What follows belongs to an exercise in optimizing a design on an open flow for small area and a short achievable clock period; a production flow would make more cautious choices.
RTL that was checked went through simulation tests only; none was proved equivalent to the original.
No functional check of the RTL was part of runs 1 to 3.
Power is estimated from default activity; no workload was simulated.

==> design/flow/flow/run.sh <==
#!/bin/bash
# The standard layout (standard.sh) with these changes to how it is made:
#  - synthesis maps logic with flow/abc_map.script, an area-recovering ABC
#    script, in place of ORFS's abc_speed.script, and keeps ABC off the cells
#    listed in flow/abc_dont_use.txt (the mux cells and the AND-OR/OR-AND
#    cells with a buffered output, which are slow on the port-to-port
#    enq_req_rdy path). Everything else in
#    the synthesis (synth_recipe.tcl, dfflibmap, flatten, renames) is
#    unchanged, so the registers are the standard synthesis's.
#  - port buffers use a plain buffer cell instead of the delay buffer that
#    buffer_ports picks on its own.
#  - flow/io.tcl (IO_CONSTRAINTS) keeps the control ports side by side, so the
#    port-to-port paths do not cross the die.
# Each make run's full output goes to a log file in the work folder; ORFS's
# per-step logs stay under orfs/logs.
set -euo pipefail
work=$(pwd)
rm -rf "$work/orfs_scripts"
cp -r "$FLOW_HOME/scripts" "$work/orfs_scripts"
cp "$work/flow/abc_map.script" "$work/orfs_scripts/abc_speed.script"
python3 "$work/flow/patch_preamble.py" "$work/orfs_scripts/synth_preamble.tcl"
export ABC_EXTRA_DONT_USE="$(tr '\n' ' ' < "$work/flow/abc_dont_use.txt")"
export BUFFER_PORTS_ARGS="-buffer_cell sky130_fd_sc_hd__buf_2"
export IO_CONSTRAINTS="$(pwd)/flow/io.tcl"
bash standard.sh SCRIPTS_DIR="$work/orfs_scripts" synth > flow_synth.log 2>&1
bash standard.sh SCRIPTS_DIR="$work/orfs_scripts" finish > flow_make.log 2>&1
==> design/flow/flow/abc_dont_use.txt <==
sky130_fd_sc_hd__mux4_1
sky130_fd_sc_hd__mux4_2
sky130_fd_sc_hd__mux4_4
sky130_fd_sc_hd__mux2_1
sky130_fd_sc_hd__mux2_2
sky130_fd_sc_hd__mux2_4
sky130_fd_sc_hd__mux2_8
sky130_fd_sc_hd__mux2i_1
sky130_fd_sc_hd__mux2i_2
sky130_fd_sc_hd__mux2i_4
sky130_fd_sc_hd__a2111o_1
sky130_fd_sc_hd__a2111o_2
sky130_fd_sc_hd__a2111o_4
sky130_fd_sc_hd__a211o_1
sky130_fd_sc_hd__a211o_2
sky130_fd_sc_hd__a211o_4
sky130_fd_sc_hd__a21bo_1
sky130_fd_sc_hd__a21bo_2
sky130_fd_sc_hd__a21bo_4
sky130_fd_sc_hd__a21o_1
sky130_fd_sc_hd__a21o_2
sky130_fd_sc_hd__a21o_4
sky130_fd_sc_hd__a221o_1
sky130_fd_sc_hd__a221o_2
sky130_fd_sc_hd__a221o_4
sky130_fd_sc_hd__a22o_1
sky130_fd_sc_hd__a22o_2
sky130_fd_sc_hd__a22o_4
sky130_fd_sc_hd__a2bb2o_1
sky130_fd_sc_hd__a2bb2o_2
sky130_fd_sc_hd__a2bb2o_4
sky130_fd_sc_hd__a311o_1
sky130_fd_sc_hd__a311o_2
sky130_fd_sc_hd__a311o_4
sky130_fd_sc_hd__a31o_1
sky130_fd_sc_hd__a31o_2
sky130_fd_sc_hd__a31o_4
sky130_fd_sc_hd__a32o_1
sky130_fd_sc_hd__a32o_2
sky130_fd_sc_hd__a32o_4
sky130_fd_sc_hd__a41o_1
sky130_fd_sc_hd__a41o_2
sky130_fd_sc_hd__a41o_4
sky130_fd_sc_hd__o2111a_1
sky130_fd_sc_hd__o2111a_2
sky130_fd_sc_hd__o2111a_4
sky130_fd_sc_hd__o211a_1
sky130_fd_sc_hd__o211a_2
sky130_fd_sc_hd__o211a_4
sky130_fd_sc_hd__o21a_1
sky130_fd_sc_hd__o21a_2
sky130_fd_sc_hd__o21a_4
sky130_fd_sc_hd__o21ba_1
sky130_fd_sc_hd__o21ba_2
sky130_fd_sc_hd__o21ba_4
sky130_fd_sc_hd__o221a_1
sky130_fd_sc_hd__o221a_2
sky130_fd_sc_hd__o221a_4
sky130_fd_sc_hd__o22a_1
sky130_fd_sc_hd__o22a_2
sky130_fd_sc_hd__o22a_4
sky130_fd_sc_hd__o2bb2a_1
sky130_fd_sc_hd__o2bb2a_2
sky130_fd_sc_hd__o2bb2a_4
sky130_fd_sc_hd__o311a_1
sky130_fd_sc_hd__o311a_2
sky130_fd_sc_hd__o311a_4
sky130_fd_sc_hd__o31a_1
sky130_fd_sc_hd__o31a_2
sky130_fd_sc_hd__o31a_4
sky130_fd_sc_hd__o32a_1
sky130_fd_sc_hd__o32a_2
sky130_fd_sc_hd__o32a_4
sky130_fd_sc_hd__o41a_1
sky130_fd_sc_hd__o41a_2
sky130_fd_sc_hd__o41a_4
==> design/flow/flow/abc_map.script <==
&get -n
&st
&syn2
&dch
&nf -R 1000 -p
&put
==> design/flow/flow/io.tcl <==
# Keep the control ports, whose port-to-port paths (enq_req_flowid to
# enq_req_rdy, rd_resp_rdy to rd_req_rdy) set the clock period, side by side
# on the die's edge instead of wherever the pin placer scatters them.
set_io_pin_constraint -group -order -pin_names {
  enq_req_val enq_req_flowid[1] enq_req_flowid[0] enq_req_rdy
  rd_req_rdy rd_resp_rdy rd_resp_val rd_req_val rd_req_flowid[1] rd_req_flowid[0]
}
==> design/flow/flow/patch_preamble.py <==
import sys
p = sys.argv[1]
s = open(p).read()
anchor = "# Technology mapping for cells\nset abc_args [list -script $abc_script"
assert anchor in s
s = s.replace(anchor, "# Cells the flow keeps ABC from mapping to (its own flow's choice)\nforeach cell [env_var_or_empty ABC_EXTRA_DONT_USE] {\n  lappend lib_dont_use_args -dont_use $cell\n}\n\n" + anchor)
open(p, 'w').write(s)
==> design/flow/standard.sh <==
#!/bin/bash
# synth_recipe.tcl (not shown) runs the flow's synth.tcl, then flattens the netlist and writes it again
# the make line also repeats each setting of config.mk as NAME=value (left out here)
make -C /OpenROAD-flow-scripts/flow DESIGN_CONFIG=/design/flow/config.mk WORK_HOME=/design/flow/orfs CLKGATE_MAP_FILE= SYNTH_SCRIPT=/design/flow/synth_recipe.tcl "${@:-finish}"
==> design/flow/config.mk <==
export PLATFORM = sky130hd
export DESIGN_NAME = rx_payload_q
export DESIGN_NICKNAME = rx_payload_q
export VERILOG_FILES = /design/flow/design.v
export SDC_FILE = /design/flow/constraint.sdc
export NUM_CORES = 4
export LEC_CHECK = 0
export CAP_MARGIN = 20
export CORE_MARGIN = 2
export CORE_UTILIZATION = 60
export CTS_BUF_LIST = sky130_fd_sc_hd__clkbuf_16
export CTS_CLUSTER_DIAMETER = 100
export CTS_CLUSTER_SIZE = 30
export SETUP_SLACK_MARGIN = 2.5
export SLEW_MARGIN = 20
==> design/flow/constraint.sdc <==
create_clock -name core_clock -period 5.0 [get_ports {clk}]
set_input_delay 1.0000 -clock core_clock [delete_from_list [all_inputs] [get_ports {clk}]]
set_output_delay 1.0000 -clock core_clock [all_outputs]
set_load 0.01 [all_outputs]
==> design/flow/design.v <==
`timescale 1ns/100ps
`default_nettype none
package rx_q_cfg_pkg;
    localparam int FLOW_CNT = 4;
    localparam int FLOW_ID_W = 2;
    localparam int RING_DEPTH = 8;
    localparam int RING_IDX_W = 3;
    localparam int ENTRY_W = 32;
endpackage
`default_nettype wire
`timescale 1ns/100ps
`default_nettype none
module flow_ring (
     input  logic                           clk
    ,input  logic                           reset
    ,input  logic                           push
    ,input  logic [rx_q_cfg_pkg::ENTRY_W-1:0]   push_data
    ,output logic                           full
    ,input  logic                           pop
    ,output logic [rx_q_cfg_pkg::RING_DEPTH*rx_q_cfg_pkg::ENTRY_W-1:0] slot_data
    ,output logic [rx_q_cfg_pkg::RING_DEPTH-1:0] head_sel
    ,output logic                           empty
);
    localparam int RING_DEPTH = rx_q_cfg_pkg::RING_DEPTH;
    localparam int ENTRY_W    = rx_q_cfg_pkg::ENTRY_W;
    localparam int JC_W       = RING_DEPTH / 2;
    logic [ENTRY_W-1:0]     entries [RING_DEPTH];
    logic [JC_W-1:0]        head_jc;
    logic [JC_W-1:0]        tail_jc;
    logic                   full_reg;
    logic                   empty_reg;
    logic [JC_W-1:0]        head_jc_nxt;
    logic [JC_W-1:0]        tail_jc_nxt;
    logic [RING_DEPTH-1:0]  head_oh;
    logic [RING_DEPTH-1:0]  tail_oh;
    assign head_jc_nxt = {head_jc[JC_W-2:0], ~head_jc[JC_W-1]};
    assign tail_jc_nxt = {tail_jc[JC_W-2:0], ~tail_jc[JC_W-1]};
    function automatic logic [RING_DEPTH-1:0] jc_decode(input logic [JC_W-1:0] jc);
        for (int k = 0; k < JC_W; k++) begin
            if (k == 0) begin
                jc_decode[k]        = ~jc[JC_W-1] & ~jc[0];
                jc_decode[k + JC_W] =  jc[JC_W-1] &  jc[0];
            end
            else begin
                jc_decode[k]        =  jc[k-1] & ~jc[k];
                jc_decode[k + JC_W] = ~jc[k-1] &  jc[k];
            end
        end
    endfunction
    assign head_oh = jc_decode(head_jc);
    assign tail_oh = jc_decode(tail_jc);
    assign full     = full_reg;
    assign empty    = empty_reg;
    assign head_sel = head_oh & {RING_DEPTH{~empty_reg}};
    always_ff @(posedge clk) begin
        if (reset) begin
            head_jc   <= '0;
            tail_jc   <= '0;
            full_reg  <= 1'b0;
            empty_reg <= 1'b1;
        end
        else begin
            if (push) begin
                tail_jc <= tail_jc_nxt;
            end
            if (pop) begin
                head_jc <= head_jc_nxt;
            end
            if (pop) begin
                full_reg <= 1'b0;
            end
            else if (push) begin
                full_reg <= (tail_jc_nxt == head_jc);
            end
            if (push) begin
                empty_reg <= 1'b0;
            end
            else if (pop) begin
                empty_reg <= (head_jc_nxt == tail_jc);
            end
        end
    end
    always_ff @(posedge clk) begin
        for (int e = 0; e < RING_DEPTH; e++) begin
            if (!full_reg && tail_oh[e]) begin
                entries[e] <= push_data;
            end
        end
    end
    for (genvar e = 0; e < RING_DEPTH; e++) begin : g_slot
        assign slot_data[e*ENTRY_W +: ENTRY_W] = entries[e];
    end
endmodule
`default_nettype wire
`timescale 1ns/100ps
`default_nettype none
module enqueue_steer (
     input  logic                                   enq_req_val
    ,input  logic [rx_q_cfg_pkg::FLOW_ID_W-1:0]         enq_req_flowid
    ,input  logic [rx_q_cfg_pkg::ENTRY_W-1:0]           enq_req_data
    ,output logic                                   enq_req_rdy
    ,input  logic [rx_q_cfg_pkg::FLOW_CNT-1:0]      full_vec
    ,output logic [rx_q_cfg_pkg::FLOW_CNT-1:0]      push_vec
    ,output logic [rx_q_cfg_pkg::ENTRY_W-1:0]           push_data
);
    localparam int FLOW_CNT   = rx_q_cfg_pkg::FLOW_CNT;
    localparam int FLOW_ID_W  = rx_q_cfg_pkg::FLOW_ID_W;
    assign push_data = enq_req_data;
    for (genvar i = 0; i < FLOW_CNT; i++) begin : g_ring
        assign push_vec[i] = enq_req_val && !full_vec[i]
                             && (enq_req_flowid == FLOW_ID_W'(i));
    end
    assign enq_req_rdy = ~full_vec[enq_req_flowid];
endmodule
`default_nettype wire
`timescale 1ns/100ps
`default_nettype none
module read_resp_stage (
     input  logic                                   clk
    ,input  logic                                   reset
    ,input  logic                                   rd_req_val
    ,input  logic [rx_q_cfg_pkg::FLOW_ID_W-1:0]         rd_req_flowid
    ,output logic                                   rd_req_rdy
    ,output logic                                   rd_resp_val
    ,output logic                                   rd_resp_is_empty
    ,output logic [rx_q_cfg_pkg::ENTRY_W-1:0]           rd_resp_entry
    ,input  logic                                   rd_resp_rdy
    ,input  logic [rx_q_cfg_pkg::FLOW_CNT-1:0]      empty_vec
    ,input  logic [rx_q_cfg_pkg::FLOW_CNT*rx_q_cfg_pkg::RING_DEPTH*rx_q_cfg_pkg::ENTRY_W-1:0] slot_data_vec
    ,input  logic [rx_q_cfg_pkg::FLOW_CNT*rx_q_cfg_pkg::RING_DEPTH-1:0] head_sel_vec
    ,output logic [rx_q_cfg_pkg::FLOW_CNT-1:0]      pop_vec
);
    localparam int FLOW_CNT   = rx_q_cfg_pkg::FLOW_CNT;
    localparam int FLOW_ID_W  = rx_q_cfg_pkg::FLOW_ID_W;
    localparam int RING_DEPTH = rx_q_cfg_pkg::RING_DEPTH;
    localparam int ENTRY_W    = rx_q_cfg_pkg::ENTRY_W;
    localparam int SLOT_CNT   = FLOW_CNT * RING_DEPTH;
    logic                   req_xfer;
    logic                   sel_empty;
    logic [ENTRY_W-1:0]     sel_data;
    logic [SLOT_CNT-1:0]    slot_sel;
    logic                   resp_val_reg;
    logic                   resp_is_empty_reg;
    logic [ENTRY_W-1:0]     resp_entry_reg;
    for (genvar i = 0; i < FLOW_CNT; i++) begin : g_ring
        assign pop_vec[i] = req_xfer && (rd_req_flowid == FLOW_ID_W'(i))
                            && !empty_vec[i];
        assign slot_sel[i*RING_DEPTH +: RING_DEPTH] =
            head_sel_vec[i*RING_DEPTH +: RING_DEPTH]
            & {RING_DEPTH{rd_req_flowid == FLOW_ID_W'(i)}};
    end
    assign rd_req_rdy = ~resp_val_reg | rd_resp_rdy;
    assign req_xfer   = rd_req_val & rd_req_rdy;
    assign sel_empty = empty_vec[rd_req_flowid];
    always_comb begin
        sel_data = '0;
        for (int s = 0; s < SLOT_CNT; s++) begin
            sel_data = sel_data
                     | (slot_data_vec[s*ENTRY_W +: ENTRY_W] & {ENTRY_W{slot_sel[s]}});
        end
    end
    always_ff @(posedge clk) begin
        if (reset) begin
            resp_val_reg <= 1'b0;
        end
        else if (req_xfer) begin
            resp_val_reg <= 1'b1;
        end
        else if (rd_resp_rdy) begin
            resp_val_reg <= 1'b0;
        end
    end
    always_ff @(posedge clk) begin
        if (rd_req_rdy) begin
            resp_is_empty_reg <= sel_empty;
            resp_entry_reg    <= sel_data;
        end
    end
    assign rd_resp_val      = resp_val_reg;
    assign rd_resp_is_empty = resp_is_empty_reg;
    assign rd_resp_entry    = resp_entry_reg;
endmodule
`default_nettype wire
`timescale 1ns/100ps
`default_nettype none
module rx_payload_q (
     input  logic                           clk
    ,input  logic                           reset
    ,input  logic                           enq_req_val
    ,input  logic [rx_q_cfg_pkg::FLOW_ID_W-1:0] enq_req_flowid
    ,input  logic [rx_q_cfg_pkg::ENTRY_W-1:0]   enq_req_data
    ,output logic                           enq_req_rdy
    ,input  logic                           rd_req_val
    ,input  logic [rx_q_cfg_pkg::FLOW_ID_W-1:0] rd_req_flowid
    ,output logic                           rd_req_rdy
    ,output logic                           rd_resp_val
    ,output logic                           rd_resp_is_empty
    ,output logic [rx_q_cfg_pkg::ENTRY_W-1:0]   rd_resp_entry
    ,input  logic                           rd_resp_rdy
);
    localparam int FLOW_CNT   = rx_q_cfg_pkg::FLOW_CNT;
    localparam int RING_DEPTH = rx_q_cfg_pkg::RING_DEPTH;
    localparam int ENTRY_W    = rx_q_cfg_pkg::ENTRY_W;
    localparam int RING_W     = RING_DEPTH * ENTRY_W;
    logic [FLOW_CNT-1:0]            push_vec;
    logic [ENTRY_W-1:0]             push_data;
    logic [FLOW_CNT-1:0]            full_vec;
    logic [FLOW_CNT-1:0]            pop_vec;
    logic [FLOW_CNT-1:0]            empty_vec;
    logic [FLOW_CNT*RING_W-1:0]     slot_data_vec;
    logic [FLOW_CNT*RING_DEPTH-1:0] head_sel_vec;
    enqueue_steer u_enqueue_steer (
         .enq_req_val       (enq_req_val        )
        ,.enq_req_flowid    (enq_req_flowid     )
        ,.enq_req_data      (enq_req_data       )
        ,.enq_req_rdy       (enq_req_rdy        )
        ,.full_vec          (full_vec           )
        ,.push_vec          (push_vec           )
        ,.push_data         (push_data          )
    );
    for (genvar i = 0; i < FLOW_CNT; i++) begin : g_flow
        flow_ring u_flow_ring (
             .clk           (clk                )
            ,.reset         (reset              )
            ,.push          (push_vec[i]        )
            ,.push_data     (push_data          )
            ,.full          (full_vec[i]        )
            ,.pop           (pop_vec[i]         )
            ,.slot_data     (slot_data_vec[i*RING_W +: RING_W])
            ,.head_sel      (head_sel_vec[i*RING_DEPTH +: RING_DEPTH])
            ,.empty         (empty_vec[i]       )
        );
    end
    read_resp_stage u_read_resp_stage (
         .clk               (clk                )
        ,.reset             (reset              )
        ,.rd_req_val        (rd_req_val         )
        ,.rd_req_flowid     (rd_req_flowid      )
        ,.rd_req_rdy        (rd_req_rdy         )
        ,.rd_resp_val       (rd_resp_val        )
        ,.rd_resp_is_empty  (rd_resp_is_empty   )
        ,.rd_resp_entry     (rd_resp_entry      )
        ,.rd_resp_rdy       (rd_resp_rdy        )
        ,.empty_vec         (empty_vec          )
        ,.slot_data_vec     (slot_data_vec      )
        ,.head_sel_vec      (head_sel_vec       )
        ,.pop_vec           (pop_vec            )
    );
endmodule
`default_nettype wire
==> reports/results.ini, run 1 <==
[outcome]
run_status = complete, no violations

[yosys]
ys_ff_latch = 1098
netlist.area_leader.share_pct = 82.0
synth_fp_nets = 2046
post_synth_fa_ha_maj_area_fraction_pct = 0
yosysWarnings = 3
syn_inst = 2005
synth_area_leaders = edfxtp_1 82%, a22oi_1 4.3%, a222oi_1 4.1%
synth_flop_cell = edfxtp_1
avgSynthCellArea_sq_um = 19.3
synthArstFlopShare_pct = 0
synth-seq-area-share_pct = 84.1
synth_xor_area_share_pct = 0.724
synthMuxAreaShare_pct = 0
netlist_area_sq_um = 38700
yosysTopAreaCell = edfxtp_1
synth.distinct_cells = 27
synth_top_family_by_area = compound AO/OA/AOI/OAI gates
yosys.area_share.simple_pct = 5.48
synth_compound_area_share_pct = 9.65
synth_edf_count = 1057

[placed_design]
gp_congestion = 0.783
place_hpwl_um = 53600
io_buffers = 76
placed_cells = 2998

[flow_run]
drv_cap = 0

[floorplanning]
die_h_um = 258
core_area_sq_um = 64100
start_util_pct = 60.4
top_level_ports = 77
num_rows = 93
die_w_um = 258
design.die.area_sq_um = 66500

[cells_and_area]
syn_to_final_growth_pct = 12.3
fill_cells = 4235
nets = 2293
num_antenna_cells = 0
stdcell_count = 3117
largest_register_ffs = 1024
drive_above_1_share_pct = 16.1
fin_util_pct = 67.8

[sta]
setup_viol = 0
fmax_ghz = 0.394
period_share_pct = 50.8
drv_slew = 0
skew_ns = 0.0369
slew_headroom_pct = 31.2
tightest_slew_ns = 1.03
min_period_ns = 2.54
hold_viol = 0
fin_hold_ws_ns = 0.544
finalSetupTns_ns = 0
rsz0062_at_grt = yes

[setup_path]
cpPeakStageDelay_ns = 0.14
worstPathRequired_ns = 4.00
critPathTopFamily = buffers and inverters
slowest_stage = nor2b_4
crit_chain = buf_12, nor2b_4, nor2_1, o21ai_1, buf_2
worst_ep_arrival_time_ns = 1.54
path_max_fanout = 6
crit_path_start_kind = primary input
path_buf_inv = 2
cp-end-kind = output pin
crit_type = primary input to output pin

[pwr]
leakage_nw = 14.0
peakVddDrop_uv = 332
p_per_area_nw_per_um2 = 353

[cts]
ctsLongestPathBuffers = 3
cts_buffers = 42
cts_tree = yes
cts-htree-levels = 2
holdBufCountCts = 0
clk_pin_slew_worst_paths_ns = 0.11
cts_sinks = 1098
clock_latency_ns = 0.63
clk_root_buffer_cell = clkbuf_16

[route]
viasPerCell = 6.90
routed_wirelength_um = 99600
num_vias = 21500
initialDrtViolationCount = 3274
ant_nets = 0
firstDrtPassIters = 7
drc = 0
avgRoutedWirePerCell_um = 32.0

[global_route]
grt.total_usage_pct = 29.8
antenna_found_initial = 4
grt_max_degree = 42
grt_pass1_wl_um = 143000
overflow = 0
grt_pass1_vias = 21100

[hold_path]
min_path_type = register to register

## final timing paths
path                                                   from                                             end  slack, ns  cells after the start
min          g_flow[0].u_flow_ring.entries[4][31]$_DFFE_PP_  u_read_resp_stage.resp_entry_reg[31]$_DFFE_PN_       0.54                      2
max                                       enq_req_flowid[0]                                     enq_req_rdy       2.46                      5
max reg2reg    g_flow[2].u_flow_ring.empty_reg$_SDFFE_PP1P_  u_read_resp_stage.resp_entry_reg[19]$_DFFE_PN_       2.57                      9
min reg2reg  g_flow[0].u_flow_ring.entries[4][31]$_DFFE_PP_  u_read_resp_stage.resp_entry_reg[31]$_DFFE_PN_       0.54                      2
## Yosys cell counts (all sizes together), types with 5 or more instances
master  count
edfxtp   1057
a22oi     224
a222oi    160
nor2      112
nand2      97
nand4      64
dfxtp      41
and3       35
nor3       34
a221oi     32
nand3      32
xor2       24
nor3b      21
a21oi      14
nor4       10
a211oi      8
xnor2       8
nand2b      7
nor2b       5
## worst reg2reg max path, cell delays in order (launching register included)
cell	delay [ns]
dfxtp_1	0.56
nand3b_1	0.17
buf_4	0.20
nor2b_4	0.06
buf_12	0.14
buf_4	0.15
a22oi_1	0.16
nand4_1	0.28
nor2_1	0.29
nand4_1	0.15
## layout make-up
class | instances | area [sq um] | area share, %
well taps | 855 | 1070 | 2.46
multi-input cells | 915 | 6900 | 15.9
repair buffers | 194 | 1720 | 3.97
flip-flops and latches | 1098 | 32600 | 75.0
inverters | 1 | 3.75 | 0.00864
clock inverters | 9 | 42.5 | 0.0979
clock buffers | 45 | 1130 | 2.59
## metal layers
layer	vias up	wire length, um	track usage (%)
met5	-	17	0
met4	4	3720	10.3
met3	143	8950	4.33
met2	1076	48200	48.3
met1	11200	38800	42.3
li1	9133	-	-
## per-stage QoR
stage / setup slack [ns] / cell area [sq um] / power [W]
floorplan: 1.67 / 38900 / 0.0110
global placement: 1.37 / 41000 / 0.0113
detailed placement: 1.37 / 41100 / 0.0114
CTS: 2.45 / 43200 / 0.0154
global route: 2.44 / 43400 / 0.0158
finish: 2.46 / 43400 / 0.0154
## layout by cell type (no fill, tap or decap), types with 32 or more instances in the layout
cell type,netlist,layout
buf_4,0,83
nand3_1,32,32
a22oi_1,224,223
clkbuf_16,0,48
nand2_1,97,91
nand4_1,64,64
nor2_1,112,67
and3_1,35,33
a222oi_1,160,160
edfxtp_1,1057,1057
buf_2,0,73
dfxtp_1,41,32
## power breakdown
part	internal [W]	leakage (nW)	total [W]	switching [W]
Combinational	0.000108	3.17	0.000560	0.000452
Clock	0.00163	0.596	0.00418	0.00255
Sequential	0.0105	10.2	0.0106	0.000126
Total	0.0122	14.0	0.0154	0.00313
## what timing repair did
action,4_1_cts,5_1_grt
resized for setup,71,37
pin swaps,30,31
cloned,12,2
hold endpoints to repair,0,0
endpoints found under the setup margin,51,33
buffers inserted,42,9
## logic make-up (layout without fill, tap and decap cells)
family,after synthesis,in the layout
and+or+nand+nor,430,439
xor gates and xnor gates,32,32
DFF,1098,1098
buffers and inverters,1,249
AOI/OAI and AO/OA,444,444
==> inputs of run 2 (changes only) <==
--- a/design/flow/config.mk
+++ b/design/flow/config.mk
@@ -13,3 +13,3 @@
 export CTS_CLUSTER_SIZE = 30
-export SETUP_SLACK_MARGIN = 2.5
+export SETUP_SLACK_MARGIN = 2.6
 export SLEW_MARGIN = 20
==> run 2 against run 1 <==
Still clean. Sequential share of layout area down 0.099 points. Global-route usage increased by 0.71 points. Worst setup slack lost 0.00072 ns. Synthesized cell count did not move. Cell count grew 0.45%. Sequential cell count did not move. Critical path depth is the same. Utilization rose by 0.11 points. Combinational power barely moved. Synthesized area unchanged. Clock skew down 0.0062 ns. Critical endpoint unchanged. Highest routed layer is now met4.
==> reports/results.ini, run 2 <==
[outcome]
run_status = complete, no violations  ; unchanged

[global_route]
overflow = 0  ; unchanged
grt_max_degree = 42  ; unchanged
grt_pass1_vias = 20900  ; was 21100
grt.total_usage_pct = 30.5  ; was 29.8%
antenna_found_initial = 0  ; was 4
grt_pass1_wl_um = 146000  ; was 143000 um

[sta]
rsz0062_at_grt = yes  ; unchanged
min_period_ns = 2.54  ; about the same
finalSetupTns_ns = 0  ; unchanged
skew_ns = 0.0307  ; was 0.0369 ns
drv_slew = 0  ; unchanged
slew_headroom_pct = 27.9  ; was 31.2%
setup_viol = 0  ; unchanged
hold_viol = 0  ; unchanged
tightest_slew_ns = 1.08  ; was 1.03 ns
period_share_pct = 50.8  ; about the same
fmax_ghz = 0.393  ; was 0.394 GHz

[setup_path]
crit_chain = buf_12, nor2b_4, nor2_2, o21ai_2, buf_2  ; was buf_12, nor2b_4, nor2_1, o21ai_1, buf_2
worstPathRequired_ns = 4.00  ; about the same
worst_ep_arrival_time_ns = 1.54  ; about the same
path_max_fanout = 5  ; was 6
cpPeakStageDelay_ns = 0.17  ; was 0.14 ns
cp-end-kind = output pin  ; unchanged
critPathTopFamily = buffers and inverters  ; unchanged
slowest_stage = nor2b_4  ; unchanged
crit_path_start_kind = primary input  ; unchanged
path_buf_inv = 2  ; unchanged
crit_type = primary input to output pin  ; unchanged

[floorplanning]
start_util_pct = 60.4  ; unchanged
die_h_um = 258  ; unchanged
num_rows = 93  ; unchanged
core_area_sq_um = 64100  ; unchanged
top_level_ports = 77  ; unchanged
design.die.area_sq_um = 66500  ; unchanged
die_w_um = 258  ; unchanged

[route]
ant_nets = 0  ; unchanged
avgRoutedWirePerCell_um = 32.5  ; was 32.0 um
num_vias = 21500  ; about the same
firstDrtPassIters = 9  ; was 7
drc = 0  ; unchanged
initialDrtViolationCount = 3392  ; was 3274
viasPerCell = 6.88  ; was 6.90
routed_wirelength_um = 102000  ; was 99600 um

[yosys]
yosysWarnings = 3  ; unchanged
netlist.area_leader.share_pct = 82.0  ; unchanged
ys_ff_latch = 1098  ; unchanged
synth_fp_nets = 2046  ; unchanged
synth_edf_count = 1057  ; unchanged
synth-seq-area-share_pct = 84.1  ; unchanged
synth_area_leaders = edfxtp_1 82%, a22oi_1 4.3%, a222oi_1 4.1%  ; unchanged
synth.distinct_cells = 27  ; unchanged
syn_inst = 2005  ; unchanged
yosysTopAreaCell = edfxtp_1  ; unchanged
synthTopCellsByCount = 1057 x edfxtp_1, 224 x a22oi_1, 160 x a222oi_1  ; unchanged
synth_flop_cell = edfxtp_1  ; unchanged
synthArstFlopShare_pct = 0  ; unchanged
netlist_area_sq_um = 38700  ; unchanged
synth.most_common_cell = edfxtp_1  ; unchanged
avgSynthCellArea_sq_um = 19.3  ; unchanged

[pwr]
p_comb_share_pct = 3.6  ; about the same
p_per_area_nw_per_um2 = 354  ; was 353 nW/um^2
p_sw_w = 0.00316  ; was 0.00313 W
clkPwrFrac_pct = 27.5  ; was 27.3%
peakVddDrop_uv = 282  ; was 332 uV
leakage_nw = 14.1  ; was 14.0 nW
internal_power_w = 0.0122  ; about the same
p_sw_share_pct = 20.5  ; was 20.4%
pwr-share-seq_pct = 68.9  ; was 69.1%

[cells_and_area]
drive_above_1_share_pct = 16.4  ; was 16.1%
fin_util_pct = 67.9  ; was 67.8%
syn_to_final_growth_pct = 12.4  ; was 12.3%
fill_cells = 4208  ; was 4235
num_antenna_cells = 0  ; unchanged
nets = 2300  ; was 2293
stdcell_count = 3131  ; was 3117
regArea_sq_um = 32600  ; about the same
largest_register_ffs = 1024  ; unchanged
multi_input_area_sq_um = 6890  ; was 6900 sq um
final_area_sq_um = 43500  ; was 43400 sq um
final_cell_mix = 1057 x edfxtp_1, 224 x a22oi_1, 160 x a222oi_1  ; was 1057 x edfxtp_1, 223 x a22oi_1, 160 x a222oi_1
mostFrequentLayoutCell = edfxtp_1  ; unchanged

[cts]
cts_sinks = 1098  ; unchanged
cts_tree = yes  ; unchanged
clk_root_buffer_cell = clkbuf_16  ; unchanged
ctsLongestPathBuffers = 3  ; unchanged
cts_buffers = 42  ; unchanged
cts-htree-levels = 2  ; unchanged
clk_pin_slew_worst_paths_ns = 0.11  ; about the same
clock_latency_ns = 0.63  ; about the same

[placed_design]
io_buffers = 76  ; unchanged
place_hpwl_um = 53500  ; was 53600 um
placed_cells = 2997  ; was 2998
dpl_cell_area_sq_um = 41100  ; about the same
gp_congestion = 0.766  ; was 0.783

[flow_run]
drv_cap = 0  ; unchanged

[hold_path]
min_path_type = register to register  ; unchanged

-- run 2: cell families (layout without fill, tap and decap cells) --
family / Yosys count / after routing / synth area share (%)
compound gates: 444 / 444 / 9.65
buf+inv: 1 / 263 / 0.00969
simple gates: 430 / 439 / 5.48
flops: 1098 / 1098 / 84.1
xor+xnor: 32 / 32 / 0.724
-- run 2: tightest hold or removal path, stage by stage, from the launching register on --
cell	delay [ns]
edfxtp_1	0.34
nand2_1	0.05
nand4_1	0.06
-- run 2: timing repair --
action | CTS | global route
pin swaps | 44 | 45
endpoints found under the hold margin | 0 | 0
setup buffers | 56 | 4
endpoints found under the setup margin | 34 | 34
gates cloned | 13 | 0
gates resized for setup | 86 | 35
hold buffers | 0 | 0
-- run 2: area by class of cell --
| type | count | share of cell area, % |
|---|---|---|
| Sequential cell | 1098 | 74.9 |
| Multi-Input combinational cell | 915 | 15.8 |
| Timing Repair Buffer | 201 | 4.05 |
| Clock buffer | 45 | 2.59 |
| Tap cell | 855 | 2.46 |
| Clock inverter | 16 | 0.167 |
| Inverter | 1 | 0.00863 |
-- run 2: worst paths after layout --
path	from	endpoint	slack (ns)	cells after the start
max	enq_req_flowid[0]	enq_req_rdy	2.46	5
min	g_flow[0].u_flow_ring.entries[4][31]$_DFFE_PP_	u_read_resp_stage.resp_entry_reg[31]$_DFFE_PN_	0.54	2
max reg2reg	g_flow[1].u_flow_ring.head_jc[2]$_SDFFE_PP0P_	u_read_resp_stage.resp_entry_reg[16]$_DFFE_PN_	2.59	7
min reg2reg	g_flow[0].u_flow_ring.entries[4][31]$_DFFE_PP_	u_read_resp_stage.resp_entry_reg[31]$_DFFE_PN_	0.54	2
-- run 2: layer usage --
layer  GRT usage, %  up-vias  wire (um)
met5              0        -          0
met1           43.4    11100      38800
met2           50.7     1125      50300
met3           3.73      138       9220
met4           9.02        0       3360
li1               -     9155          -
-- run 2: power by group through the flow --
stage	Clock [W]	Sequential (W)	Combinational, W
after CTS	0.00427	0.0106	0.000560
after detailed placement	0	0.0108	0.000546
final	0.00423	0.0106	0.000561
after global routing	0.00456	0.0106	0.000599
after global placement	0	0.0108	0.000530
after floorplan	0	0.0108	0.000188
-- run 2: metrics by stage --
step	hold slack [ns]	total power, W	worst slack [ns]
6_report	0.544	0.0154	2.46
5_1_grt	0.572	0.0158	2.41
4_1_cts	0.544	0.0154	2.45
3_5_place_dp	0.519	0.0114	1.26
3_3_place_gp	0.505	0.0113	1.36
2_1_floorplan	0.466	0.0110	1.67
==> inputs of run 3 (changes only) <==
--- a/design/flow/config.mk
+++ b/design/flow/config.mk
@@ -9,3 +9,3 @@
 export CORE_MARGIN = 2
-export CORE_UTILIZATION = 60
+export CORE_UTILIZATION = 70
 export CTS_BUF_LIST = sky130_fd_sc_hd__clkbuf_16
==> run 3 against run 2 <==
Critical path depth up 3. Still clean. Synthesized cell count unchanged. Count of clock-buffer cells in the layout unchanged. Sequential share of layout area up 0.35 points. Routed wire length up 1.7%. Via count up 4.0%. Cell count down 5.1%.
==> reports/results.ini, run 3 <==
[outcome]
run_status = complete, no violations  ; unchanged

[sta]
period_share_pct = 52.4  ; was 50.8%
drv_slew = 0  ; unchanged
slew_headroom_pct = 9.48  ; was 27.9%
fmax_ghz = 0.382  ; was 0.393 GHz
tightest_slew_ns = 1.36  ; was 1.08 ns
setup_viol = 0  ; unchanged
hold_viol = 0  ; unchanged
min_period_ns = 2.62  ; was 2.54 ns
skew_ns = 0.0223  ; was 0.0307 ns
rsz0062_at_grt = yes  ; unchanged
finalSetupTns_ns = 0  ; unchanged

[yosys]
synth_flop_cell = edfxtp_1  ; unchanged
ys_ff_latch = 1098  ; unchanged
synth.distinct_cells = 27  ; unchanged
netlist.area_leader.share_pct = 82.0  ; unchanged
synthTopCellsByCount = 1057 x edfxtp_1, 224 x a22oi_1, 160 x a222oi_1  ; unchanged
synth_area_leaders = edfxtp_1 82%, a22oi_1 4.3%, a222oi_1 4.1%  ; unchanged
synthArstFlopShare_pct = 0  ; unchanged
synth.most_common_cell = edfxtp_1  ; unchanged
avgSynthCellArea_sq_um = 19.3  ; unchanged
yosysWarnings = 3  ; unchanged
synth-seq-area-share_pct = 84.1  ; unchanged
syn_inst = 2005  ; unchanged
netlist_area_sq_um = 38700  ; unchanged
synth_edf_count = 1057  ; unchanged
yosysTopAreaCell = edfxtp_1  ; unchanged
synth_fp_nets = 2046  ; unchanged

[global_route]
grt.total_usage_pct = 36.7  ; was 30.5%
grtUsageMet2_pct = 57.1  ; was 50.7%
grt_pass1_vias = 21600  ; was 20900
top_usage_layer = met2  ; unchanged
overflow = 0  ; unchanged
use_met3_pct = 6.76  ; was 3.73%
antenna_found_initial = 0  ; unchanged
use_met1_pct = 51.7  ; was 43.4%
grt_pass1_wl_um = 147000  ; was 146000 um
grt_max_degree = 42  ; unchanged

[setup_path]
crit_path_start_kind = primary input  ; unchanged
worst_ep_arrival_time_ns = 2.94  ; was 1.54 ns
cp-end-kind = register  ; was output pin
crit_type = primary input to register  ; was primary input to output pin
path_max_fanout = 5  ; unchanged
critPathTopFamily = compound AO/OA/AOI/OAI gates  ; was buffers and inverters
cpMostUsedCell = buf_12
cpPeakStageDelay_ns = 1.08  ; was 0.17 ns
worstPathRequired_ns = 5.32  ; was 4.00 ns
slowest_stage = a222oi_1  ; was nor2b_4
path_buf_inv = 3  ; was 2
crit_chain = buf_12, nor2b_4, buf_6, nand2b_4, nor3_4, buf_12, a222oi_1, nand4_1  ; was buf_12, nor2b_4, nor2_2, o21ai_2, buf_2

[flow_run]
drv_cap = 0  ; unchanged

[placed_design]
io_buffers = 76  ; unchanged
dpl_cell_area_sq_um = 41000  ; was 41100 sq um
gp_congestion = 0.853  ; was 0.766
place_hpwl_um = 55600  ; was 53500 um

[cts]
cts_sinks = 1098  ; unchanged
cts-htree-levels = 2  ; unchanged
ctsLongestPathBuffers = 3  ; unchanged
cts_buffers = 42  ; unchanged
clk_pin_slew_worst_paths_ns = 0.11  ; about the same
clk_root_buffer_cell = clkbuf_16  ; unchanged
cts_tree = yes  ; unchanged
clock_latency_ns = 0.62  ; was 0.63 ns
holdBufCountCts = 0  ; unchanged

[route]
drc = 0  ; unchanged
avgRoutedWirePerCell_um = 34.8  ; was 32.5 um
initialDrtViolationCount = 4091  ; was 3392
routed_wirelength_um = 103000  ; was 102000 um
viasPerCell = 7.54  ; was 6.88
num_vias = 22400  ; was 21500
firstDrtPassIters = 10  ; was 9
ant_nets = 0  ; unchanged

[cells_and_area]
nets = 2287  ; was 2300
fill_cells = 2938  ; was 4208
syn_to_final_growth_pct = 11.9  ; was 12.4%
largest_register_ffs = 1024  ; unchanged
final_cell_mix = 1057 x edfxtp_1, 221 x a22oi_1, 160 x a222oi_1  ; was 1057 x edfxtp_1, 224 x a22oi_1, 160 x a222oi_1
mostFrequentLayoutCell = edfxtp_1  ; unchanged
drive_above_1_share_pct = 16.3  ; was 16.4%
final_area_sq_um = 43300  ; was 43500 sq um
fin_util_pct = 78.9  ; was 67.9%

[floorplanning]
die_w_um = 239  ; was 258 um
core_area_sq_um = 54900  ; was 64100 sq um
die_h_um = 239  ; was 258 um
start_util_pct = 70.5  ; was 60.4%
top_level_ports = 77  ; unchanged
num_rows = 86  ; was 93
design.die.area_sq_um = 57200  ; was 66500 sq um

[pwr]
fin_total_pwr_w = 0.0154  ; about the same
leakage_nw = 14.0  ; was 14.1 nW
peakVddDrop_uv = 311  ; was 282 uV
p_per_area_nw_per_um2 = 356  ; was 354 nW/um^2

[hold_path]
min_path_type = register to register  ; unchanged

-- run 3: cell counts after synthesis --
No cell type changed its count.
-- run 3: where the power goes --
part	internal, W	leakage [nW]	switching (W)
Combinational	0.000117	3.22	0.000480
Sequential	0.0105	10.2	0.000130
Clock	0.00164	0.641	0.00256
-- run 3: worst min-delay path: stages, from the launching register on --
cell and delay, ns:
edfxtp_1 0.34, nand2_1 0.05, nand4_1 0.07
-- run 3: metrics by stage --
step / setup slack (ns) / hold slack (ns) / cells
3_3_place_gp: 1.43 / 0.509 / 2855
5_1_grt: 2.43 / 0.578 / 2967
3_5_place_dp: 1.42 / 0.522 / 2861
2_1_floorplan: 1.67 / 0.466 / 2005
4_1_cts: 2.47 / 0.548 / 2955
6_report: 2.38 / 0.542 / 2970
-- run 3: layer usage --
| metal | wire length, um | part of all wire [%] |
|---|---|---|
| met5 | 0 | 0 |
| met1 | 37000 | 36 |
| met4 | 4890 | 4.7 |
| met2 | 49100 | 48 |
| met3 | 12400 | 12 |
-- run 3: final cells by class --
class / instances / area (sq um) / share of cell area (%)
inverter: 1 / 3.75 / 0.00867
timing repair buffer: 195 / 1720 / 3.97
multi-input combinational: 908 / 6910 / 16.0
sequential: 1098 / 32600 / 75.2
clock inverter: 16 / 72.6 / 0.168
clock buffer: 45 / 1130 / 2.60
tap: 704 / 881 / 2.03
antenna: 3 / 7.51 / 0.0173
-- run 3: logic make-up after synthesis --
| logic type | after synthesis | synth area share (%) |
|---|---|---|
| simple gates | 430 | 5.48 |
| flops | 1098 | 84.1 |
| compound gates | 444 | 9.65 |
| buf+inv | 1 | 0.00969 |
| xor+xnor | 32 | 0.724 |
-- run 3: final timing paths --
| kind | from | end | slack [ns] | depth (start not counted) |
|---|---|---|---|---|
| hold / removal | g_flow[2].u_flow_ring.entries[7][10]$_DFFE_PP_ | u_read_resp_stage.resp_entry_reg[10]$_DFFE_PN_ | 0.54 | 2 |
| hold reg to reg | g_flow[2].u_flow_ring.entries[7][10]$_DFFE_PP_ | u_read_resp_stage.resp_entry_reg[10]$_DFFE_PN_ | 0.54 | 2 |
| setup reg to reg | g_flow[0].u_flow_ring.empty_reg$_SDFFE_PP1P_ | u_read_resp_stage.resp_entry_reg[17]$_DFFE_PN_ | 2.50 | 6 |
| setup / recovery | rd_req_flowid[1] | u_read_resp_stage.resp_entry_reg[17]$_DFFE_PN_ | 2.38 | 8 |
-- run 3: repair_timing --
item | in CTS | in global routing
pin swaps | 22 | 63
endpoints found under the hold margin | 0 | 0
gates resized for setup | 91 | 64
endpoints found under the setup margin | 34 | 34
setup buffers | 29 | 10
cloned | 4 | 1
==> inputs of run 4 (changes only) <==
--- a/design/flow/design.v
+++ b/design/flow/design.v
@@ -19,4 +19,3 @@
     ,input  logic                           pop
-    ,output logic [rx_q_cfg_pkg::RING_DEPTH*rx_q_cfg_pkg::ENTRY_W-1:0] slot_data
-    ,output logic [rx_q_cfg_pkg::RING_DEPTH-1:0] head_sel
+    ,output logic [rx_q_cfg_pkg::ENTRY_W-1:0]   head_data
     ,output logic                           empty
@@ -24,35 +23,30 @@
     localparam int RING_DEPTH = rx_q_cfg_pkg::RING_DEPTH;
+    localparam int RING_IDX_W = rx_q_cfg_pkg::RING_IDX_W;
     localparam int ENTRY_W    = rx_q_cfg_pkg::ENTRY_W;
+    logic [ENTRY_W-1:0]     entries [RING_DEPTH];
     localparam int JC_W       = RING_DEPTH / 2;
-    logic [ENTRY_W-1:0]     entries [RING_DEPTH];
-    logic [JC_W-1:0]        head_jc;
+    logic [RING_DEPTH-1:0]  head_oh;
     logic [JC_W-1:0]        tail_jc;
+    logic [RING_DEPTH-1:0]  tail_oh;
     logic                   full_reg;
     logic                   empty_reg;
-    logic [JC_W-1:0]        head_jc_nxt;
-    logic [JC_W-1:0]        tail_jc_nxt;
-    logic [RING_DEPTH-1:0]  head_oh;
-    logic [RING_DEPTH-1:0]  tail_oh;
-    assign head_jc_nxt = {head_jc[JC_W-2:0], ~head_jc[JC_W-1]};
-    assign tail_jc_nxt = {tail_jc[JC_W-2:0], ~tail_jc[JC_W-1]};
-    function automatic logic [RING_DEPTH-1:0] jc_decode(input logic [JC_W-1:0] jc);
-        for (int k = 0; k < JC_W; k++) begin
-            if (k == 0) begin
-                jc_decode[k]        = ~jc[JC_W-1] & ~jc[0];
-                jc_decode[k + JC_W] =  jc[JC_W-1] &  jc[0];
-            end
-            else begin
-                jc_decode[k]        =  jc[k-1] & ~jc[k];
-                jc_decode[k + JC_W] = ~jc[k-1] &  jc[k];
-            end
-        end
-    endfunction
-    assign head_oh = jc_decode(head_jc);
-    assign tail_oh = jc_decode(tail_jc);
-    assign full     = full_reg;
-    assign empty    = empty_reg;
-    assign head_sel = head_oh & {RING_DEPTH{~empty_reg}};
+    logic [RING_DEPTH-1:0]  head_oh_nxt;
+    logic [RING_DEPTH-1:0]  tail_oh_nxt;
+    assign head_oh_nxt = {head_oh[RING_DEPTH-2:0], head_oh[RING_DEPTH-1]};
+    assign tail_oh_nxt = {tail_oh[RING_DEPTH-2:0], tail_oh[RING_DEPTH-1]};
+    for (genvar k = 0; k < JC_W; k++) begin : g_tail_dec
+        if (k == 0) begin : g_first
+            assign tail_oh[k]        = ~tail_jc[JC_W-1] & ~tail_jc[0];
+            assign tail_oh[k + JC_W] =  tail_jc[JC_W-1] &  tail_jc[0];
+        end
+        else begin : g_rest
+            assign tail_oh[k]        =  tail_jc[k-1] & ~tail_jc[k];
+            assign tail_oh[k + JC_W] = ~tail_jc[k-1] &  tail_jc[k];
+        end
+    end
+    assign full  = full_reg;
+    assign empty = empty_reg;
     always_ff @(posedge clk) begin
         if (reset) begin
-            head_jc   <= '0;
+            head_oh   <= RING_DEPTH'(1);
             tail_jc   <= '0;
@@ -63,6 +57,6 @@
             if (push) begin
-                tail_jc <= tail_jc_nxt;
+                tail_jc <= {tail_jc[JC_W-2:0], ~tail_jc[JC_W-1]};
             end
             if (pop) begin
-                head_jc <= head_jc_nxt;
+                head_oh <= head_oh_nxt;
             end
@@ -72,3 +66,3 @@
             else if (push) begin
-                full_reg <= (tail_jc_nxt == head_jc);
+                full_reg <= |(tail_oh_nxt & head_oh);
             end
@@ -78,3 +72,3 @@
             else if (pop) begin
-                empty_reg <= (head_jc_nxt == tail_jc);
+                empty_reg <= |(head_oh_nxt & tail_oh);
             end
@@ -89,4 +83,8 @@
     end
-    for (genvar e = 0; e < RING_DEPTH; e++) begin : g_slot
-        assign slot_data[e*ENTRY_W +: ENTRY_W] = entries[e];
+    always_comb begin
+        head_data = '0;
+        for (int e = 0; e < RING_DEPTH; e++) begin
+            head_data = head_data
+                      | (entries[e] & {ENTRY_W{!empty_reg && head_oh[e]}});
+        end
     end
@@ -128,4 +126,3 @@
     ,input  logic [rx_q_cfg_pkg::FLOW_CNT-1:0]      empty_vec
-    ,input  logic [rx_q_cfg_pkg::FLOW_CNT*rx_q_cfg_pkg::RING_DEPTH*rx_q_cfg_pkg::ENTRY_W-1:0] slot_data_vec
-    ,input  logic [rx_q_cfg_pkg::FLOW_CNT*rx_q_cfg_pkg::RING_DEPTH-1:0] head_sel_vec
+    ,input  logic [rx_q_cfg_pkg::FLOW_CNT*rx_q_cfg_pkg::ENTRY_W-1:0] head_data_vec
     ,output logic [rx_q_cfg_pkg::FLOW_CNT-1:0]      pop_vec
@@ -134,5 +131,3 @@
     localparam int FLOW_ID_W  = rx_q_cfg_pkg::FLOW_ID_W;
-    localparam int RING_DEPTH = rx_q_cfg_pkg::RING_DEPTH;
     localparam int ENTRY_W    = rx_q_cfg_pkg::ENTRY_W;
-    localparam int SLOT_CNT   = FLOW_CNT * RING_DEPTH;
     logic                   req_xfer;
@@ -140,3 +135,2 @@
     logic [ENTRY_W-1:0]     sel_data;
-    logic [SLOT_CNT-1:0]    slot_sel;
     logic                   resp_val_reg;
@@ -147,5 +141,2 @@
                             && !empty_vec[i];
-        assign slot_sel[i*RING_DEPTH +: RING_DEPTH] =
-            head_sel_vec[i*RING_DEPTH +: RING_DEPTH]
-            & {RING_DEPTH{rd_req_flowid == FLOW_ID_W'(i)}};
     end
@@ -156,5 +147,6 @@
         sel_data = '0;
-        for (int s = 0; s < SLOT_CNT; s++) begin
+        for (int i = 0; i < FLOW_CNT; i++) begin
             sel_data = sel_data
-                     | (slot_data_vec[s*ENTRY_W +: ENTRY_W] & {ENTRY_W{slot_sel[s]}});
+                     | (head_data_vec[i*ENTRY_W +: ENTRY_W]
+                        & {ENTRY_W{rd_req_flowid == FLOW_ID_W'(i)}});
         end
@@ -173,3 +165,3 @@
     always_ff @(posedge clk) begin
-        if (rd_req_rdy) begin
+        if (req_xfer) begin
             resp_is_empty_reg <= sel_empty;
@@ -201,5 +193,3 @@
     localparam int FLOW_CNT   = rx_q_cfg_pkg::FLOW_CNT;
-    localparam int RING_DEPTH = rx_q_cfg_pkg::RING_DEPTH;
     localparam int ENTRY_W    = rx_q_cfg_pkg::ENTRY_W;
-    localparam int RING_W     = RING_DEPTH * ENTRY_W;
     logic [FLOW_CNT-1:0]            push_vec;
@@ -209,4 +199,3 @@
     logic [FLOW_CNT-1:0]            empty_vec;
-    logic [FLOW_CNT*RING_W-1:0]     slot_data_vec;
-    logic [FLOW_CNT*RING_DEPTH-1:0] head_sel_vec;
+    logic [FLOW_CNT*ENTRY_W-1:0]    head_data_vec;
     enqueue_steer u_enqueue_steer (
@@ -228,4 +217,3 @@
             ,.pop           (pop_vec[i]         )
-            ,.slot_data     (slot_data_vec[i*RING_W +: RING_W])
-            ,.head_sel      (head_sel_vec[i*RING_DEPTH +: RING_DEPTH])
+            ,.head_data     (head_data_vec[i*ENTRY_W +: ENTRY_W])
             ,.empty         (empty_vec[i]       )
@@ -244,4 +232,3 @@
         ,.empty_vec         (empty_vec          )
-        ,.slot_data_vec     (slot_data_vec      )
-        ,.head_sel_vec      (head_sel_vec       )
+        ,.head_data_vec     (head_data_vec      )
         ,.pop_vec           (pop_vec            )
--- a/design/flow/flow/run.sh
+++ b/design/flow/flow/run.sh
@@ -11,2 +11,5 @@
 #    buffer_ports picks on its own.
+#  - after synthesis, flow/fix_rdy.py replaces the gates ABC chose for
+#    enq_req_rdy = !full[enq_req_flowid] with two levels of mux2i; the
+#    layout's equivalence to the RTL covers this edit like any other logic.
 #  - flow/io.tcl (IO_CONSTRAINTS) keeps the control ports side by side, so the
@@ -25,2 +28,8 @@
 bash standard.sh SCRIPTS_DIR="$work/orfs_scripts" synth > flow_synth.log 2>&1
+# Rebuild the enq_req_rdy cone (port to port, the slowest path) as two levels
+# of mux2i, then let make rebuild 1_synth.odb from the edited netlist.
+res="$work/orfs/results/sky130hd/rx_payload_q/base"
+cp "$res/1_2_yosys.v" "$work/1_2_yosys.abc.v"
+python3 "$work/flow/fix_rdy.py" "$res/1_2_yosys.v" > flow_fix_rdy.log 2>&1
+rm -f "$res/1_synth.odb" "$res/1_synth.sdc"
 bash standard.sh SCRIPTS_DIR="$work/orfs_scripts" finish > flow_make.log 2>&1
==> design/flow/flow/fix_rdy.py (new file) <==
"""Rebuild the enq_req_rdy logic of a synthesized netlist as two levels of
mux2i (select pins on enq_req_flowid), replacing the cone ABC chose.

enq_req_rdy = !full[enq_req_flowid], with full the four flows' full flags:
  q_lo = mux2i(S=flowid[0], A0=!full0, A1=!full1) = flowid[0] ? full1 : full0
  q_hi = mux2i(S=flowid[0], A0=!full2, A1=!full3) = flowid[0] ? full3 : full2
  rdy  = mux2i(S=flowid[1], A0=q_lo,   A1=q_hi)   = !full[flowid]
Usage: fix_rdy.py NETLIST (edited in place)."""
import re, sys

path = sys.argv[1]
text = open(path).read()
cell_re = re.compile(r'  (sky130_fd_sc_hd__\w+) (\S+)\s+\((.*?)\n  \);\n', re.S)
pin_re = re.compile(r'\.(\w+)\((.*?)\)(?:,|\n|$)', re.S)
OUT = {'X', 'Y', 'Q', 'Q_N', 'SUM', 'COUT', 'HI', 'LO'}

cells = []
for m in cell_re.finditer(text):
    pins = {p: n.strip() for p, n in pin_re.findall(m.group(3))}
    cells.append((m.start(), m.end(), m.group(1), m.group(2), pins))
driver = {}
loads = {}
for i, (_, _, typ, name, pins) in enumerate(cells):
    for p, n in pins.items():
        if p in OUT:
            driver[n] = i
        else:
            loads.setdefault(n, []).append(i)

def is_seq(typ):
    return re.search(r'__(e?df|sdf|dl|conb)', typ) is not None

# Combinational cone of enq_req_rdy
cone = set()
todo = [driver['enq_req_rdy']]
while todo:
    i = todo.pop()
    if i in cone or is_seq(cells[i][2]):
        continue
    cone.add(i)
    for p, n in cells[i][4].items():
        if p not in OUT and n in driver:
            todo.append(driver[n])
# Keep only cells whose outputs feed nothing outside the cone
changed = True
while changed:
    changed = False
    for i in list(cone):
        for p, n in cells[i][4].items():
            if p in OUT and n != 'enq_req_rdy' and any(j not in cone for j in loads.get(n, [])):
                cone.discard(i)
                changed = True
                break

full = [r'\g_flow[%d].u_flow_ring.full ' % f for f in range(4)]
for f in full:
    assert f.strip() in driver, f
fid = ['enq_req_flowid[0]', 'enq_req_flowid[1]']

new = []
wires = []
def cell(typ, name, pins):
    body = ',\n'.join('    .%s(%s)' % (p, n) for p, n in pins)
    new.append('  sky130_fd_sc_hd__%s %s (\n%s\n  );\n' % (typ, name, body))
for f in range(4):
    wires.append('rdyfix_nf%d' % f)
    cell('inv_1', 'rdyfix_inv%d' % f, [('A', full[f]), ('Y', 'rdyfix_nf%d' % f)])
wires += ['rdyfix_qlo', 'rdyfix_qhi']
cell('mux2i_1', 'rdyfix_lo', [('A0', 'rdyfix_nf0'), ('A1', 'rdyfix_nf1'), ('S', fid[0]), ('Y', 'rdyfix_qlo')])
cell('mux2i_1', 'rdyfix_hi', [('A0', 'rdyfix_nf2'), ('A1', 'rdyfix_nf3'), ('S', fid[0]), ('Y', 'rdyfix_qhi')])
cell('mux2i_1', 'rdyfix_out', [('A0', 'rdyfix_qlo'), ('A1', 'rdyfix_qhi'), ('S', fid[1]), ('Y', 'enq_req_rdy')])

out = []
pos = 0
for i in sorted(cone, key=lambda i: cells[i][0]):
    out.append(text[pos:cells[i][0]])
    pos = cells[i][1]
out.append(text[pos:])
text = ''.join(out)
decl = ''.join('  wire %s;\n' % w for w in wires)
k = text.index('  wire ')
text = text[:k] + decl + text[k:]
k = text.rindex('endmodule')
text = text[:k] + ''.join(new) + text[k:]
open(path, 'w').write(text)
print('enq_req_rdy: removed %d cells (%s), added %d' %
      (len(cone), ' '.join(sorted(cells[i][2].replace('sky130_fd_sc_hd__', '') for i in cone)), len(new)))
==> run 4 against run 3 <==
Hold slack better by 0.0030 ns. Total power up 3.2%. Global-route usage down 0.15 points. Register-to-register slack better by 0.10 ns. Still clean. Combinational power up 48%. Maximum frequency up 1.9%. Cell count up 3.2%. First-iteration DRC count down 1.7%. Non-clock buffer count down 37.
==> reports/results.ini, run 4 <==
[outcome]
run_status = complete, no violations  ; unchanged

[setup_path]
rrSetupSlack_ns = 2.60  ; was 2.50 ns
worst_ep_arrival_time_ns = 1.57  ; was 2.94 ns
crit_path_start_kind = primary input  ; unchanged
worstPathRequired_ns = 4.00  ; was 5.32 ns
crit_type = primary input to output pin  ; was primary input to register
slowest_stage = mux2i_4  ; was a222oi_1
cpPeakStageDelay_ns = 0.18  ; was 1.08 ns
r2r_end = u_read_resp_stage.resp_entry_reg[16]$_DFFE_PP_  ; was u_read_resp_stage.resp_entry_reg[17]$_DFFE_PN_
timing.rr.start = g_flow[0].u_flow_ring.head_oh[5]$_SDFFE_PP0P_  ; was g_flow[0].u_flow_ring.empty_reg$_SDFFE_PP1P_
crit_chain = buf_12, mux2i_4, mux2i_1, buf_2  ; was buf_12, nor2b_4, buf_6, nand2b_4, nor3_4, buf_12, a222oi_1, nand4_1
path_max_fanout = 4  ; was 5
r2r_cells = 6  ; unchanged
cp-end-kind = output pin  ; was register

[global_route]
antenna_found_initial = 9  ; was 0
grt_max_degree = 58  ; was 42
grt_pass1_wl_um = 149000  ; was 147000 um
overflow = 0  ; unchanged
grt_pass1_vias = 21900  ; was 21600
grt.total_usage_pct = 36.6  ; was 36.7%

[route]
avgRoutedWirePerCell_um = 34.1  ; was 34.8 um
drc = 0  ; unchanged
routed_wirelength_um = 105000  ; was 103000 um
initialDrtViolationCount = 4021  ; was 4091
viasPerCell = 7.52  ; was 7.54
num_vias = 23100  ; was 22400
firstDrtPassIters = 7  ; was 10
ant_nets = 0  ; unchanged

[sta]
tightest_slew_ns = 1.16  ; was 1.36 ns
period_share_pct = 51.4  ; was 52.4%
hold_viol = 0  ; unchanged
drv_slew = 0  ; unchanged
min_period_ns = 2.57  ; was 2.62 ns
finalWorstSetupSlack_ns = 2.43  ; was 2.38 ns
fmax_ghz = 0.389  ; was 0.382 GHz
slew_headroom_pct = 22.5  ; was 9.48%
finalSetupTns_ns = 0  ; unchanged
setup_viol = 0  ; unchanged
skew_ns = 0.0391  ; was 0.0223 ns
rsz0062_at_grt = yes  ; unchanged

[floorplanning]
design.die.area_sq_um = 58200  ; was 57200 sq um
top_level_ports = 77  ; unchanged
die_h_um = 241  ; was 239 um
start_util_pct = 71.1  ; was 70.5%
num_rows = 86  ; unchanged
core_area_sq_um = 55400  ; was 54900 sq um
die_w_um = 241  ; was 239 um

[pwr]
p_per_area_nw_per_um2 = 369  ; was 356 nW/um^2
leakage_nw = 13.5  ; was 14.0 nW
peakVddDrop_uv = 364  ; was 311 uV

[cts]
cts-htree-levels = 2  ; unchanged
cts_tree = yes  ; unchanged
clk_pin_slew_worst_paths_ns = 0.11  ; about the same
holdBufCountCts = 0  ; unchanged
clock_latency_ns = 0.64  ; was 0.62 ns
cts_sinks = 1114  ; was 1098
ctsLongestPathBuffers = 3  ; unchanged
clk_root_buffer_cell = clkbuf_16  ; unchanged
cts_buffers = 43  ; was 42

[hold_path]
hold-path-cell-count = 2  ; unchanged
min_path_type = register to register  ; unchanged
min_to = u_read_resp_stage.resp_val_reg$_SDFFE_PP0P_  ; was u_read_resp_stage.resp_entry_reg[10]$_DFFE_PN_
hold_path.startpoint = u_read_resp_stage.resp_val_reg$_SDFFE_PP0P_  ; was g_flow[2].u_flow_ring.entries[7][10]$_DFFE_PP_

[flow_run]
drv_cap = 0  ; unchanged

[yosys]
yosysWarnings = 3  ; unchanged
synth_fp_nets = 2136  ; was 2046
netlist_area_sq_um = 39400  ; was 38700 sq um
syn_inst = 2095  ; was 2005
avgSynthCellArea_sq_um = 18.8  ; was 19.3 sq um

[placed_design]
gp_congestion = 0.861  ; was 0.853
io_buffers = 76  ; unchanged
placed_cells = 2984  ; was 2861
pre_cts_ws_ns = 1.89  ; was 1.42 ns
place_hpwl_um = 57300  ; was 55600 um

[cells_and_area]
final_cell_mix = 1057 x edfxtp_1, 230 x a22oi_1, 161 x a222oi_1  ; was 1057 x edfxtp_1, 221 x a22oi_1, 160 x a222oi_1
largest_register_ffs = 1024  ; unchanged
fin_util_pct = 77.9  ; was 78.9%
nets = 2339  ; was 2287
stdcell_count = 3065  ; was 2970
syn_to_final_growth_pct = 9.55  ; was 11.9%
mostFrequentLayoutCell = edfxtp_1  ; unchanged
drive_above_1_share_pct = 12.1  ; was 16.3%

-- run 4: cell types whose count changed in the layout (fill, tap and decap cells not counted), sizes merged, moves of 25 or more --
cell	previous run	this run
nand4	64	0
a21oi	14	62
a41oi	0	45
buf	194	158
a31oi	0	35
and3	35	1
o22ai	0	32
a221oi	32	4
nor2	113	88
-- run 4: routing by layer --
metal	routed length (um)	global-route usage, %
met1	37300	52.9
met2	49700	56.9
met3	14300	7.63
met4	3350	12.5
met5	65	0
-- run 4: cell type report --
class                   count  area [sq um]
inverters                  17          76.3
diodes                      2          5.00
multi-input cells         964          6840
fillers                  3005         12200
flip-flops and latches   1114         32900
well taps                 748           936
repair buffers            158          1170
clock buffers              45          1130
clock inverters            17          90.1
-- run 4: worst max-delay path, delay by kind of cell --
| family | cells | cell delay [ns] |
|---|---|---|
| buffers and inverters | 2 | 0.26 |
| muxes | 2 | 0.31 |
-- run 4: how the worst max path moves through the flow --
stage	startpoint	endpoint	depth (start not counted)
after global placement	rd_req_flowid[0]	u_read_resp_stage.resp_entry_reg[29]$_DFFE_PP_	5
final	enq_req_flowid[0]	enq_req_rdy	4
after floorplan	g_flow[3].u_flow_ring.tail_jc[1]$_SDFFE_PP0P_	g_flow[3].u_flow_ring.entries[2][0]$_DFFE_PP_	1
after global routing	enq_req_flowid[0]	enq_req_rdy	4
after detailed placement	rd_req_flowid[1]	u_read_resp_stage.resp_entry_reg[29]$_DFFE_PP_	4
after CTS	enq_req_flowid[0]	enq_req_rdy	4
-- run 4: power by group --
part	total [W]	switching [W]	internal, W
logic	0.000881	0.000656	0.000225
clock network	0.00425	0.00260	0.00165
registers	0.0108	0.000149	0.0106
total	0.0159	0.00340	0.0125
-- run 4: what timing repair did --
item,in CTS,in global routing
hold endpoints to repair,0,0
pin swaps,2,4
resized for setup,37,28
endpoints found under the setup margin,68,27
buffers inserted,14,2
-- run 4: through the flow --
step / hold slack (ns) / power [W] / cell area, sq um
5_1_grt: 0.570 / 0.0163 / 43200
3_3_place_gp: 0.503 / 0.0118 / 41500
6_report: 0.545 / 0.0159 / 43200
2_1_floorplan: 0.510 / 0.0113 / 39500
3_5_place_dp: 0.550 / 0.0118 / 41500
4_1_cts: 0.545 / 0.0159 / 43000

separate check: timing with driven ports:
How much do the figures lean on ideal ports? The routed layouts below were timed once more, with nothing changed but the port constraints. Step 1: set_driving_cell puts a clkbuf_16 on clk and a buf_2 on each other input, an assumption about the parent block. Step 2 moves the port delays by t, midway between the first and last clock arrival at a register: inputs arrive t later, outputs are due t later. That takes back most of the time a late clock gives input paths. Slacks: ideal ports / drivers / drivers and shift; pairs: ideal ports / drivers.
| run | t (ns) | setup WS [ns] | hold slack, ns | slew at the worst register clock pin (ns) |
|---|---|---|---|---|
| run 1 | 0.680 | 2.459 / 2.395 / 1.841 | 0.544 / 0.544 / 0.544 | 0.12 / 0.12 |
| run 2 | 0.682 | 2.458 / 2.398 / 1.861 | 0.544 / 0.544 / 0.544 | 0.12 / 0.12 |
| run 3 | 0.674 | 2.381 / 2.389 / 1.715 | 0.542 / 0.542 / 0.542 | 0.12 / 0.12 |
| run 4 | 0.681 | 2.430 / 2.367 / 1.945 | 0.545 / 0.545 / 0.545 | 0.12 / 0.12 |
After both steps every run listed still meets setup and hold. For run 3, which loses most, drivers alone change the setup slack by +0.008 ns; drivers and shift together by -0.666 ns.
